From an optimization exercise on the open Yosys and OpenROAD flow, aimed at small area, a short achievable clock period and few clock cycles per item; shortcuts taken in it are not production practice. Function not checked in this run: the RTL went through the layout flow alone. Power and IR drop assume default switching activity.

## flow/run.sh

```bash
#!/bin/bash
# synth_recipe.tcl (not shown) runs the flow's synth.tcl, then flattens the netlist and writes it again
# the make line also repeats each setting of config.mk as NAME=value (left out here)
make -C /OpenROAD-flow-scripts/flow DESIGN_CONFIG=/design/flow/config.mk WORK_HOME=/design/flow/orfs CLKGATE_MAP_FILE= SYNTH_SCRIPT=/design/flow/synth_recipe.tcl finish
```

## flow/config.mk

```make
export PLATFORM = sky130hd
export DESIGN_NAME = ignition_advance_curve_lookup
export DESIGN_NICKNAME = ignition_advance_curve_lookup
export VERILOG_FILES = /design/flow/design.v
export SDC_FILE = /design/flow/constraint.sdc
export NUM_CORES = 4
export LEC_CHECK = 0
export ABC_AREA = 1
export CAP_MARGIN = 20
export CORE_MARGIN = 2
export CORE_UTILIZATION = 40
export SETUP_SLACK_MARGIN = 4.1
export SLEW_MARGIN = 20
```

## flow/constraint.sdc

```tcl
create_clock -name core_clock -period 7.0 [get_ports {clk}]
set_input_delay 1.4000 -clock core_clock [delete_from_list [all_inputs] [get_ports {clk}]]
set_output_delay 1.4000 -clock core_clock [all_outputs]
set_load 0.01 [all_outputs]
```

## flow/design.v

```verilog
module ignition_advance_curve_lookup (
  input  logic        clk,
  input  logic        rst,
  input  logic        write_enable,
  input  logic [1:0]  write_index,
  input  logic [15:0] write_data,
  input  logic        in_valid,
  output logic        in_stall,
  input  logic [15:0] engine_speed,
  output logic        out_valid,
  input  logic        out_stall,
  output logic [11:0] spark_advance,
  output logic [1:0]  speed_region
);
  logic [11:0] cranking_advance;
  logic [11:0] top_advance;
  logic [15:0] cranking_speed_limit;
  always_ff @(posedge clk) begin
    if (rst) begin
      cranking_advance     <= 12'd50;
      top_advance          <= 12'd350;
      cranking_speed_limit <= 16'd500;
    end else if (write_enable) begin
      case (write_index)
        2'd0: cranking_advance     <= write_data[11:0];
        2'd1: top_advance          <= write_data[11:0];
        2'd2: cranking_speed_limit <= write_data;
        default: ;
      endcase
    end
  end
  logic        o2_full;
  logic        run;
  logic        en;
  logic [15:0] s;
  assign en       = run;
  assign in_stall = o2_full;
  assign s        = engine_speed;
  logic [13:0] s14;
  logic [15:0] therm;
  logic [14:0] oh;
  logic [1:0]  region;
  assign s14 = s[13:0];    
  assign therm[0] = 1'b1;
  assign therm[1] = (s14 >= 14'd1067);
  assign therm[2] = (s14 >= 14'd2134);
  assign therm[3] = (s14 >= 14'd3200);
  assign therm[4] = (s14 >= 14'd4267);
  assign therm[5] = (s14 >= 14'd5334);
  assign therm[6] = (s14 >= 14'd6400);
  assign therm[7] = (s14 >= 14'd7467);
  assign therm[8] = (s14 >= 14'd8534);
  assign therm[9] = (s14 >= 14'd9600);
  assign therm[10] = (s14 >= 14'd10667);
  assign therm[11] = (s14 >= 14'd11734);
  assign therm[12] = (s14 >= 14'd12800);
  assign therm[13] = (s14 >= 14'd13867);
  assign therm[14] = (s14 >= 14'd14934);
  assign therm[15] = 1'b0;
  assign oh = therm[14:0] & ~therm[15:1];
  always_comb begin
    if (s < cranking_speed_limit)  region = 2'd0;
    else if (s >= 16'd16000)       region = 2'd2;
    else                           region = 2'd1;
  end
  logic        a_valid;
  logic [14:0] a_oh;
  logic [10:0] a_s;
  logic [1:0]  a_region;
  always_ff @(posedge clk) begin
    if (rst)     a_valid <= 1'b0;
    else if (en) a_valid <= in_valid;
  end
  always_ff @(posedge clk) begin
    if (en) begin
      a_oh     <= oh;
      a_s      <= s[10:0];
      a_region <= region;
    end
  end
  logic [10:0] lo11;
  logic [3:0]  a_seg;
  assign lo11[0] = |(a_oh & 15'h4924);
  assign lo11[1] = |(a_oh & 15'h2492);
  assign lo11[2] = |(a_oh & 15'h4924);
  assign lo11[3] = |(a_oh & 15'h2492);
  assign lo11[4] = |(a_oh & 15'h4924);
  assign lo11[5] = |(a_oh & 15'h2492);
  assign lo11[6] = |(a_oh & 15'h4924);
  assign lo11[7] = |(a_oh & 15'h0e38);
  assign lo11[8] = |(a_oh & 15'h0fc0);
  assign lo11[9] = |(a_oh & 15'h7000);
  assign lo11[10] = |(a_oh & 15'h2aaa);
  assign a_seg[0] = |(a_oh & 15'h2aaa);
  assign a_seg[1] = |(a_oh & 15'h4ccc);
  assign a_seg[2] = |(a_oh & 15'h70f0);
  assign a_seg[3] = |(a_oh & 15'h7f00);
  logic        b_valid;
  logic [3:0]  b_seg;
  logic [10:0] b_delta;
  logic [1:0]  b_region;
  always_ff @(posedge clk) begin
    if (rst)     b_valid <= 1'b0;
    else if (en) b_valid <= a_valid;
  end
  always_ff @(posedge clk) begin
    if (en) begin
      b_seg    <= a_seg;
      b_delta  <= a_s - lo11;
      b_region <= a_region;
    end
  end
  logic [2:0]  asel;
  logic [3:0]  bsel;
  logic [14:0] pa, pb;
  always_comb begin
    case (b_seg)
      4'd0: begin asel = 3'b010; bsel = 4'b0010; end
      4'd1: begin asel = 3'b100; bsel = 4'b0100; end
      4'd2: begin asel = 3'b100; bsel = 4'b0100; end
      4'd3: begin asel = 3'b010; bsel = 4'b1000; end
      4'd4: begin asel = 3'b010; bsel = 4'b1000; end
      4'd5: begin asel = 3'b010; bsel = 4'b1000; end
      4'd6: begin asel = 3'b010; bsel = 4'b1000; end
      4'd7: begin asel = 3'b010; bsel = 4'b1000; end
      4'd8: begin asel = 3'b010; bsel = 4'b1000; end
      4'd9: begin asel = 3'b100; bsel = 4'b0100; end
      4'd10: begin asel = 3'b100; bsel = 4'b0100; end
      4'd11: begin asel = 3'b001; bsel = 4'b0100; end
      4'd12: begin asel = 3'b010; bsel = 4'b0010; end
      4'd13: begin asel = 3'b001; bsel = 4'b0001; end
      4'd14: begin asel = 3'b000; bsel = 4'b0000; end
      default: begin asel = 3'b000; bsel = 4'b0000; end
    endcase
  end
  assign pa = ({15{asel[0]}} & 15'(b_delta)) | ({15{asel[1]}} & (15'(b_delta) << 1))
            | ({15{asel[2]}} & (15'(b_delta) << 2));
  assign pb = ({15{bsel[0]}} & (15'(b_delta) << 1)) | ({15{bsel[1]}} & (15'(b_delta) << 2))
            | ({15{bsel[2]}} & (15'(b_delta) << 3)) | ({15{bsel[3]}} & (15'(b_delta) << 4));
  logic        c_valid;
  logic [3:0]  c_seg;
  logic [14:0] c_p;
  logic [1:0]  c_region;
  always_ff @(posedge clk) begin
    if (rst)     c_valid <= 1'b0;
    else if (en) c_valid <= b_valid;
  end
  always_ff @(posedge clk) begin
    if (en) begin
      c_seg    <= b_seg;
      c_p      <= pa + pb;
      c_region <= b_region;
    end
  end
  logic        w66, bneg;
  logic [6:0]  corr;
  logic [10:0] low;
  logic [7:0]  yh;
  logic [4:0]  qh;
  logic [2:0]  rh;
  logic        t_pos, t_neg;
  always_comb begin
    case (c_seg)
      4'd0: begin w66 = 1'b1; bneg = 1'b0; end
      4'd1: begin w66 = 1'b0; bneg = 1'b1; end
      4'd2: begin w66 = 1'b0; bneg = 1'b1; end
      4'd3: begin w66 = 1'b1; bneg = 1'b0; end
      4'd4: begin w66 = 1'b0; bneg = 1'b1; end
      4'd5: begin w66 = 1'b0; bneg = 1'b1; end
      4'd6: begin w66 = 1'b1; bneg = 1'b0; end
      4'd7: begin w66 = 1'b0; bneg = 1'b1; end
      4'd8: begin w66 = 1'b0; bneg = 1'b1; end
      4'd9: begin w66 = 1'b1; bneg = 1'b0; end
      4'd10: begin w66 = 1'b0; bneg = 1'b1; end
      4'd11: begin w66 = 1'b0; bneg = 1'b1; end
      4'd12: begin w66 = 1'b1; bneg = 1'b0; end
      4'd13: begin w66 = 1'b0; bneg = 1'b0; end
      4'd14: begin w66 = 1'b0; bneg = 1'b0; end
      default: begin w66 = 1'b0; bneg = 1'b0; end
    endcase
  end
  function automatic logic [4:0] div5(input logic [7:0] y);
    case (y)
      8'd0: div5 = 5'd0;
      8'd1: div5 = 5'd0;
      8'd2: div5 = 5'd0;
      8'd3: div5 = 5'd0;
      8'd4: div5 = 5'd0;
      8'd5: div5 = 5'd1;
      8'd6: div5 = 5'd1;
      8'd7: div5 = 5'd1;
      8'd8: div5 = 5'd1;
      8'd9: div5 = 5'd1;
      8'd10: div5 = 5'd2;
      8'd11: div5 = 5'd2;
      8'd12: div5 = 5'd2;
      8'd13: div5 = 5'd2;
      8'd14: div5 = 5'd2;
      8'd15: div5 = 5'd3;
      8'd16: div5 = 5'd3;
      8'd17: div5 = 5'd3;
      8'd18: div5 = 5'd3;
      8'd19: div5 = 5'd3;
      8'd20: div5 = 5'd4;
      8'd21: div5 = 5'd4;
      8'd22: div5 = 5'd4;
      8'd23: div5 = 5'd4;
      8'd24: div5 = 5'd4;
      8'd25: div5 = 5'd5;
      8'd26: div5 = 5'd5;
      8'd27: div5 = 5'd5;
      8'd28: div5 = 5'd5;
      8'd29: div5 = 5'd5;
      8'd30: div5 = 5'd6;
      8'd31: div5 = 5'd6;
      8'd32: div5 = 5'd6;
      8'd33: div5 = 5'd6;
      8'd34: div5 = 5'd6;
      8'd35: div5 = 5'd7;
      8'd36: div5 = 5'd7;
      8'd37: div5 = 5'd7;
      8'd38: div5 = 5'd7;
      8'd39: div5 = 5'd7;
      8'd40: div5 = 5'd8;
      8'd41: div5 = 5'd8;
      8'd42: div5 = 5'd8;
      8'd43: div5 = 5'd8;
      8'd44: div5 = 5'd8;
      8'd45: div5 = 5'd9;
      8'd46: div5 = 5'd9;
      8'd47: div5 = 5'd9;
      8'd48: div5 = 5'd9;
      8'd49: div5 = 5'd9;
      8'd50: div5 = 5'd10;
      8'd51: div5 = 5'd10;
      8'd52: div5 = 5'd10;
      8'd53: div5 = 5'd10;
      8'd54: div5 = 5'd10;
      8'd55: div5 = 5'd11;
      8'd56: div5 = 5'd11;
      8'd57: div5 = 5'd11;
      8'd58: div5 = 5'd11;
      8'd59: div5 = 5'd11;
      8'd60: div5 = 5'd12;
      8'd61: div5 = 5'd12;
      8'd62: div5 = 5'd12;
      8'd63: div5 = 5'd12;
      8'd64: div5 = 5'd12;
      8'd65: div5 = 5'd13;
      8'd66: div5 = 5'd13;
      8'd67: div5 = 5'd13;
      8'd68: div5 = 5'd13;
      8'd69: div5 = 5'd13;
      8'd70: div5 = 5'd14;
      8'd71: div5 = 5'd14;
      8'd72: div5 = 5'd14;
      8'd73: div5 = 5'd14;
      8'd74: div5 = 5'd14;
      8'd75: div5 = 5'd15;
      8'd76: div5 = 5'd15;
      8'd77: div5 = 5'd15;
      8'd78: div5 = 5'd15;
      8'd79: div5 = 5'd15;
      8'd80: div5 = 5'd16;
      8'd81: div5 = 5'd16;
      8'd82: div5 = 5'd16;
      8'd83: div5 = 5'd16;
      8'd84: div5 = 5'd16;
      8'd85: div5 = 5'd17;
      8'd86: div5 = 5'd17;
      8'd87: div5 = 5'd17;
      8'd88: div5 = 5'd17;
      8'd89: div5 = 5'd17;
      8'd90: div5 = 5'd18;
      8'd91: div5 = 5'd18;
      8'd92: div5 = 5'd18;
      8'd93: div5 = 5'd18;
      8'd94: div5 = 5'd18;
      8'd95: div5 = 5'd19;
      8'd96: div5 = 5'd19;
      8'd97: div5 = 5'd19;
      8'd98: div5 = 5'd19;
      8'd99: div5 = 5'd19;
      8'd100: div5 = 5'd20;
      8'd101: div5 = 5'd20;
      8'd102: div5 = 5'd20;
      8'd103: div5 = 5'd20;
      8'd104: div5 = 5'd20;
      8'd105: div5 = 5'd21;
      8'd106: div5 = 5'd21;
      8'd107: div5 = 5'd21;
      8'd108: div5 = 5'd21;
      8'd109: div5 = 5'd21;
      8'd110: div5 = 5'd22;
      8'd111: div5 = 5'd22;
      8'd112: div5 = 5'd22;
      8'd113: div5 = 5'd22;
      8'd114: div5 = 5'd22;
      8'd115: div5 = 5'd23;
      8'd116: div5 = 5'd23;
      8'd117: div5 = 5'd23;
      8'd118: div5 = 5'd23;
      8'd119: div5 = 5'd23;
      8'd120: div5 = 5'd24;
      8'd121: div5 = 5'd24;
      8'd122: div5 = 5'd24;
      8'd123: div5 = 5'd24;
      8'd124: div5 = 5'd24;
      8'd125: div5 = 5'd25;
      8'd126: div5 = 5'd25;
      8'd127: div5 = 5'd25;
      8'd128: div5 = 5'd25;
      8'd129: div5 = 5'd25;
      8'd130: div5 = 5'd26;
      8'd131: div5 = 5'd26;
      8'd132: div5 = 5'd26;
      8'd133: div5 = 5'd26;
      8'd134: div5 = 5'd26;
      8'd135: div5 = 5'd27;
      8'd136: div5 = 5'd27;
      8'd137: div5 = 5'd27;
      8'd138: div5 = 5'd27;
      8'd139: div5 = 5'd27;
      8'd140: div5 = 5'd28;
      8'd141: div5 = 5'd28;
      8'd142: div5 = 5'd28;
      8'd143: div5 = 5'd28;
      8'd144: div5 = 5'd28;
      8'd145: div5 = 5'd29;
      8'd146: div5 = 5'd29;
      8'd147: div5 = 5'd29;
      8'd148: div5 = 5'd29;
      8'd149: div5 = 5'd29;
      8'd150: div5 = 5'd30;
      default: div5 = y[7:3];
    endcase
  endfunction
  function automatic logic [2:0] mod5(input logic [7:0] y);
    case (y)
      8'd0: mod5 = 3'd0;
      8'd1: mod5 = 3'd1;
      8'd2: mod5 = 3'd2;
      8'd3: mod5 = 3'd3;
      8'd4: mod5 = 3'd4;
      8'd5: mod5 = 3'd0;
      8'd6: mod5 = 3'd1;
      8'd7: mod5 = 3'd2;
      8'd8: mod5 = 3'd3;
      8'd9: mod5 = 3'd4;
      8'd10: mod5 = 3'd0;
      8'd11: mod5 = 3'd1;
      8'd12: mod5 = 3'd2;
      8'd13: mod5 = 3'd3;
      8'd14: mod5 = 3'd4;
      8'd15: mod5 = 3'd0;
      8'd16: mod5 = 3'd1;
      8'd17: mod5 = 3'd2;
      8'd18: mod5 = 3'd3;
      8'd19: mod5 = 3'd4;
      8'd20: mod5 = 3'd0;
      8'd21: mod5 = 3'd1;
      8'd22: mod5 = 3'd2;
      8'd23: mod5 = 3'd3;
      8'd24: mod5 = 3'd4;
      8'd25: mod5 = 3'd0;
      8'd26: mod5 = 3'd1;
      8'd27: mod5 = 3'd2;
      8'd28: mod5 = 3'd3;
      8'd29: mod5 = 3'd4;
      8'd30: mod5 = 3'd0;
      8'd31: mod5 = 3'd1;
      8'd32: mod5 = 3'd2;
      8'd33: mod5 = 3'd3;
      8'd34: mod5 = 3'd4;
      8'd35: mod5 = 3'd0;
      8'd36: mod5 = 3'd1;
      8'd37: mod5 = 3'd2;
      8'd38: mod5 = 3'd3;
      8'd39: mod5 = 3'd4;
      8'd40: mod5 = 3'd0;
      8'd41: mod5 = 3'd1;
      8'd42: mod5 = 3'd2;
      8'd43: mod5 = 3'd3;
      8'd44: mod5 = 3'd4;
      8'd45: mod5 = 3'd0;
      8'd46: mod5 = 3'd1;
      8'd47: mod5 = 3'd2;
      8'd48: mod5 = 3'd3;
      8'd49: mod5 = 3'd4;
      8'd50: mod5 = 3'd0;
      8'd51: mod5 = 3'd1;
      8'd52: mod5 = 3'd2;
      8'd53: mod5 = 3'd3;
      8'd54: mod5 = 3'd4;
      8'd55: mod5 = 3'd0;
      8'd56: mod5 = 3'd1;
      8'd57: mod5 = 3'd2;
      8'd58: mod5 = 3'd3;
      8'd59: mod5 = 3'd4;
      8'd60: mod5 = 3'd0;
      8'd61: mod5 = 3'd1;
      8'd62: mod5 = 3'd2;
      8'd63: mod5 = 3'd3;
      8'd64: mod5 = 3'd4;
      8'd65: mod5 = 3'd0;
      8'd66: mod5 = 3'd1;
      8'd67: mod5 = 3'd2;
      8'd68: mod5 = 3'd3;
      8'd69: mod5 = 3'd4;
      8'd70: mod5 = 3'd0;
      8'd71: mod5 = 3'd1;
      8'd72: mod5 = 3'd2;
      8'd73: mod5 = 3'd3;
      8'd74: mod5 = 3'd4;
      8'd75: mod5 = 3'd0;
      8'd76: mod5 = 3'd1;
      8'd77: mod5 = 3'd2;
      8'd78: mod5 = 3'd3;
      8'd79: mod5 = 3'd4;
      8'd80: mod5 = 3'd0;
      8'd81: mod5 = 3'd1;
      8'd82: mod5 = 3'd2;
      8'd83: mod5 = 3'd3;
      8'd84: mod5 = 3'd4;
      8'd85: mod5 = 3'd0;
      8'd86: mod5 = 3'd1;
      8'd87: mod5 = 3'd2;
      8'd88: mod5 = 3'd3;
      8'd89: mod5 = 3'd4;
      8'd90: mod5 = 3'd0;
      8'd91: mod5 = 3'd1;
      8'd92: mod5 = 3'd2;
      8'd93: mod5 = 3'd3;
      8'd94: mod5 = 3'd4;
      8'd95: mod5 = 3'd0;
      8'd96: mod5 = 3'd1;
      8'd97: mod5 = 3'd2;
      8'd98: mod5 = 3'd3;
      8'd99: mod5 = 3'd4;
      8'd100: mod5 = 3'd0;
      8'd101: mod5 = 3'd1;
      8'd102: mod5 = 3'd2;
      8'd103: mod5 = 3'd3;
      8'd104: mod5 = 3'd4;
      8'd105: mod5 = 3'd0;
      8'd106: mod5 = 3'd1;
      8'd107: mod5 = 3'd2;
      8'd108: mod5 = 3'd3;
      8'd109: mod5 = 3'd4;
      8'd110: mod5 = 3'd0;
      8'd111: mod5 = 3'd1;
      8'd112: mod5 = 3'd2;
      8'd113: mod5 = 3'd3;
      8'd114: mod5 = 3'd4;
      8'd115: mod5 = 3'd0;
      8'd116: mod5 = 3'd1;
      8'd117: mod5 = 3'd2;
      8'd118: mod5 = 3'd3;
      8'd119: mod5 = 3'd4;
      8'd120: mod5 = 3'd0;
      8'd121: mod5 = 3'd1;
      8'd122: mod5 = 3'd2;
      8'd123: mod5 = 3'd3;
      8'd124: mod5 = 3'd4;
      8'd125: mod5 = 3'd0;
      8'd126: mod5 = 3'd1;
      8'd127: mod5 = 3'd2;
      8'd128: mod5 = 3'd3;
      8'd129: mod5 = 3'd4;
      8'd130: mod5 = 3'd0;
      8'd131: mod5 = 3'd1;
      8'd132: mod5 = 3'd2;
      8'd133: mod5 = 3'd3;
      8'd134: mod5 = 3'd4;
      8'd135: mod5 = 3'd0;
      8'd136: mod5 = 3'd1;
      8'd137: mod5 = 3'd2;
      8'd138: mod5 = 3'd3;
      8'd139: mod5 = 3'd4;
      8'd140: mod5 = 3'd0;
      8'd141: mod5 = 3'd1;
      8'd142: mod5 = 3'd2;
      8'd143: mod5 = 3'd3;
      8'd144: mod5 = 3'd4;
      8'd145: mod5 = 3'd0;
      8'd146: mod5 = 3'd1;
      8'd147: mod5 = 3'd2;
      8'd148: mod5 = 3'd3;
      8'd149: mod5 = 3'd4;
      8'd150: mod5 = 3'd0;
      default: mod5 = y[2:0];
    endcase
  endfunction
  assign corr  = w66 ? 7'(c_p[14:9]) + 7'(c_p[14:10])
                     : 7'd0 - 7'(c_p[14:10]) - (bneg ? 7'd3 : 7'd0);
  assign low   = 11'({c_p[6:0], 2'b00}) + {{4{corr[6]}}, corr};
  assign t_neg = low[10];
  assign t_pos = !low[10] && low[9];
  assign yh    = c_p[14:7];
  assign qh    = div5(yh);
  assign rh    = mod5(yh);
  logic        d_valid;
  logic [3:0]  d_seg;
  logic [4:0]  d_q;
  logic [1:0]  d_region;
  always_ff @(posedge clk) begin
    if (rst)     d_valid <= 1'b0;
    else if (en) d_valid <= c_valid;
  end
  always_ff @(posedge clk) begin
    if (en) begin
      d_seg    <= c_seg;
      d_q      <= qh + 5'(t_pos && rh == 3'd4) - 5'(t_neg && rh == 3'd0);
      d_region <= c_region;
    end
  end
  logic [8:0]  c_lo;
  logic [11:0] adv;
  always_comb begin
    case (d_seg)
      4'd0: c_lo = 9'd50;
      4'd1: c_lo = 9'd60;
      4'd2: c_lo = 9'd80;
      4'd3: c_lo = 9'd100;
      4'd4: c_lo = 9'd130;
      4'd5: c_lo = 9'd160;
      4'd6: c_lo = 9'd190;
      4'd7: c_lo = 9'd220;
      4'd8: c_lo = 9'd250;
      4'd9: c_lo = 9'd280;
      4'd10: c_lo = 9'd300;
      4'd11: c_lo = 9'd320;
      4'd12: c_lo = 9'd335;
      4'd13: c_lo = 9'd345;
      4'd14: c_lo = 9'd350;
      default: c_lo = 9'd350;
    endcase
  end
  always_comb begin
    case (d_region)
      2'd0:    adv = cranking_advance;
      2'd2:    adv = top_advance;
      default: adv = 12'(c_lo) + 12'(d_q);
    endcase
  end
  logic        o_free;
  logic [11:0] o2_adv;
  logic [1:0]  o2_region;
  assign o_free = !out_valid || !out_stall;
  always_ff @(posedge clk) begin
    if (rst) begin
      out_valid <= 1'b0;
      o2_full   <= 1'b0;
      run       <= 1'b1;
    end else if (o_free) begin
      out_valid <= o2_full || d_valid;
      o2_full   <= 1'b0;
      run       <= 1'b1;
    end else if (!o2_full) begin
      o2_full   <= d_valid;
      run       <= !d_valid;
    end
  end
  always_ff @(posedge clk) begin
    if (o_free) begin
      spark_advance <= o2_full ? o2_adv : adv;
      speed_region  <= o2_full ? o2_region : d_region;
    end
  end
  always_ff @(posedge clk) begin
    if (!o_free && !o2_full) begin
      o2_adv    <= adv;
      o2_region <= d_region;
    end
  end
endmodule
```

==> flow_metrics.py <==
metrics = {
    "critical_path": {
        "critPathArrivalTime_ns": 4.18,
        "required_ns": 7.17,
        "r2r-start": "c_p[10]",
        "end_kind": "register",
        "critPathMaxFanout": 3,
        "path_buf_inv": 6,
        "reg2reg_to": "d_q[4]",
        "rr_worst_depth": 32,
        "slowest_delay_ns": 0.43,
        "path_common_cell": "nand2_1",
        "path_depth": 32,
        "worstSetupStartpointType": "register",
        "worstSetupPathType": "reg -> reg",
        "critPathTopFamily": "adder cells",
        "slowest_stage": "edfxtp_1",
        "r2r_slack_ns": 2.99,
    },
    "logic_synthesis": {
        "synth_edf_count": 104,
        "async_flop_share": 0,
        "ys_seq_elements": 169,
        "syn_nets": 1667,
        "syn_inst": 1539,
        "yosysWarnings": 1,
        "ys_seq_area_frac": 0.377,
        "ys.flop_type": "edfxtp_1",
        "syn_area_per_cell_sq_um": 7.62,
        "ys_types": 56,
        "netlist_area_sq_um": 11700,
    },
    "worst_hold_path": {
        "min_path_cells": 0,
        "holdPathEnd": "c_region[1]",
        "holdCritStartpoint": "b_region[1]",
        "hold_path.class": "reg -> reg",
    },
    "run": {
        "cap_violations": 0,
    },
    "timing": {
        "slew_violations": 0,
        "finalCriticalPeriod_ns": 4.01,
        "rsz0062_at_grt": "true",
        "finalSetupViolCount": 0,
        "period_share": 0.572,
        "slew_headroom": 0.360,
        "final_hold_viol_count": 0,
        "worst_slew_pin_slew_ns": 0.960,
        "timing.fmax_mhz": 250,
        "tns_ns": 0,
        "fin_skew_ns": 0.0131,
    },
    "drt": {
        "dr.pass1.iters": 6,
        "vias_per_cell": 5.32,
        "num_vias": 10663,
        "ant_nets": 0,
        "routed_wl_mm": 32.0,
        "drt_iter0_markers": 1051,
        "drcViolationCount": 0,
        "wire_per_inst_um": 16.0,
    },
    "cells_and_area": {
        "layout.cells.non_filler": 2003,
        "layout_commonest_cell": "nand2_1",
        "drive_gt1_frac": 0.113,
        "areaGrowthSynthToFinish_pct": 16.3,
        "ff_latch_area_sq_um": 4430,
        "nets": 1734,
        "final_cell_mix": "376 x nand2_1, 170 x inv_1, 146 x nor2_1, 104 x edfxtp_1, 99 x o21ai_0",
        "nFillCells": 2828,
        "diodes": 0,
        "multi_input_area_sq_um": 6550,
    },
    "placed_design": {
        "io_buffers": 54,
        "gp_congestion": 1.00,
        "hpwl_mm": 24.1,
        "dp.cells": 1951,
    },
    "clock_network": {
        "cts_tree": "done",
        "clock_latency_ns": 0.42,
        "ctsHoldBuffers": 0,
        "clk_pin_slew_worst_paths_ns": 0.07,
        "clk_root_buffer_cell": "clkbuf_16",
        "cts_max_level": 4,
        "clock_sinks": 169,
        "cts_buffers": 17,
        "clockBufferDepth": 2,
    },
    "grt": {
        "antenna_found_initial": 0,
        "grt.overflow.total": 0,
        "grt_pass1_vias": 10152,
        "track_usage": 0.209,
        "grt_max_degree": 86,
        "grt_pass1_wl_mm": 51.7,
    },
    "floorplan": {
        "die_h_um": 175,
        "start_util": 0.407,
        "core_sq_um": 28800,
        "design.die.area_sq_um": 30700,
        "row_count": 62,
        "io_pins": 55,
        "die_w_um": 175,
    },
    "pwr": {
        "leakage_nw": 6.37,
        "powerDensity_nw_per_um2": 391,
        "peakVddDrop_uv": 254,
        "p_total_w": 0.00533,
    },
    "outcome": {
        "status": "complete, no violations",
    },
}
[Yosys cell counts (all sizes together) (2+ instances only)]
master	n	area (sq um)
nand2	410	1690
inv	192	753
nor2	184	846
o21ai	112	568
edfxtp	104	3120
a21oi	93	473
ha	85	1060
nand3	84	435
dfxtp	65	1300
nand4	25	156
nor3	25	125
clkbuf	21	78.8
xor2	21	184
o211ai	18	135
o22ai	14	87.6
o221ai	12	105
buf	10	96.3
a31oi	9	56.3
xnor2	8	70.1
clkinv	5	18.8
nor4	5	31.3
a211oi	4	30.0
and2	4	25.0
fa	4	80.1
o31ai	4	30.0
a21o	3	22.5
or2	3	18.8
and3	2	12.5
nand3b	2	15.0
o2111ai	2	17.5
o21bai	2	15.0
[worst max-delay path by stage]
| stage | startpoint | endpoint |
|---|---|---|
| 2_1_floorplan | c_p[10] | d_q[4] |
| 3_3_place_gp | c_p[10] | d_q[4] |
| 3_5_place_dp | c_p[10] | d_q[4] |
| 4_1_cts | c_p[10] | d_q[4] |
| 5_1_grt | c_p[10] | d_q[4] |
| 6_report | c_p[10] | d_q[4] |
[metrics by stage]
stage          setup WS (ns)  hold slack [ns]   util  instance area (sq um)
2_1_floorplan           3.15            0.400      -                  11800
4_1_cts                 2.98            0.421  0.468                  13500
5_1_grt                 2.71            0.428  0.473                  13600
6_report                2.99            0.417  0.473                  13600
3_5_place_dp            2.30            0.406  0.440                  12700
3_3_place_gp            2.41            0.405  0.440                  12700
[power by group]
group	leakage, nW	switching (W)	internal [W]
clock	0.304	0.000406	0.000580
sequential	1.64	0.000128	0.00129
combinational	4.42	0.00183	0.00110
[routing by layer]
metal | vias to the layer above | track usage | wire length, um
met5 | - | 0 | 0
met4 | 0 | 0.0837 | 1110
met3 | 99 | 0.0294 | 1830
met2 | 407 | 0.335 | 14500
met1 | 4858 | 0.284 | 14500
li1 | 5299 | - | -
[state kept, by name (all words and copies together) (netlist names), 11 cells and up]
register	flops
c_p	15
cranking_speed_limit	16
o2_adv	12
cranking_advance	12
spark_advance	12
a_oh	14
a_s	11
b_delta	11
top_advance	12
[what timing repair did]
item | CTS | global route
setup buffers | 12 | 7
endpoints found under the setup margin | 10 | 16
pin swaps | 18 | 12
gates cloned | 0 | 1
gates resized for setup | 23 | 31
[cells by family after synthesis]
group,Yosys count,share of synthesized area
buf+inv,228,0.0808
simple gates,745,0.287
fa+ha+maj,89,0.0976
xor+xnor,29,0.0217
compound gates,279,0.136
flops,169,0.377
[final cells by class]
class                   count  area share
repair buffers             78      0.0555
inverters                 197      0.0572
clock inverters            14      0.0135
repair inverters            1    0.000367
multi-input cells        1142       0.481
well taps                 384      0.0353
flip-flops and latches    169       0.325
clock buffers              18      0.0322

what the ideal ports hide:
Ports are ideal in the flow. The routed layout listed here was re-timed in OpenROAD. Step 1, drivers: a clkbuf_16 drives clk and a buf_2 each remaining input, both assumed. Step 2 times the ports against the registers' clock, not the clock port: input delays grow and output delays shrink by t, the midpoint of the rising clock arrivals with the driver on. Slacks: ideal / step 1 / step 2; pairs: ideal / step 1.
shift t [ns]: 0.466
setup WS [ns]: 2.993 / 2.993 / 2.993
clock arrival spread, ns: 0.017 / 0.016
worst data-port slew with drivers (ns): 0.05
cell pins on the clock port's net: 1
After both steps this run still meets setup and hold. The setup slack of this run moves by 0.000 ns with the drivers and by 0.000 ns with both steps.
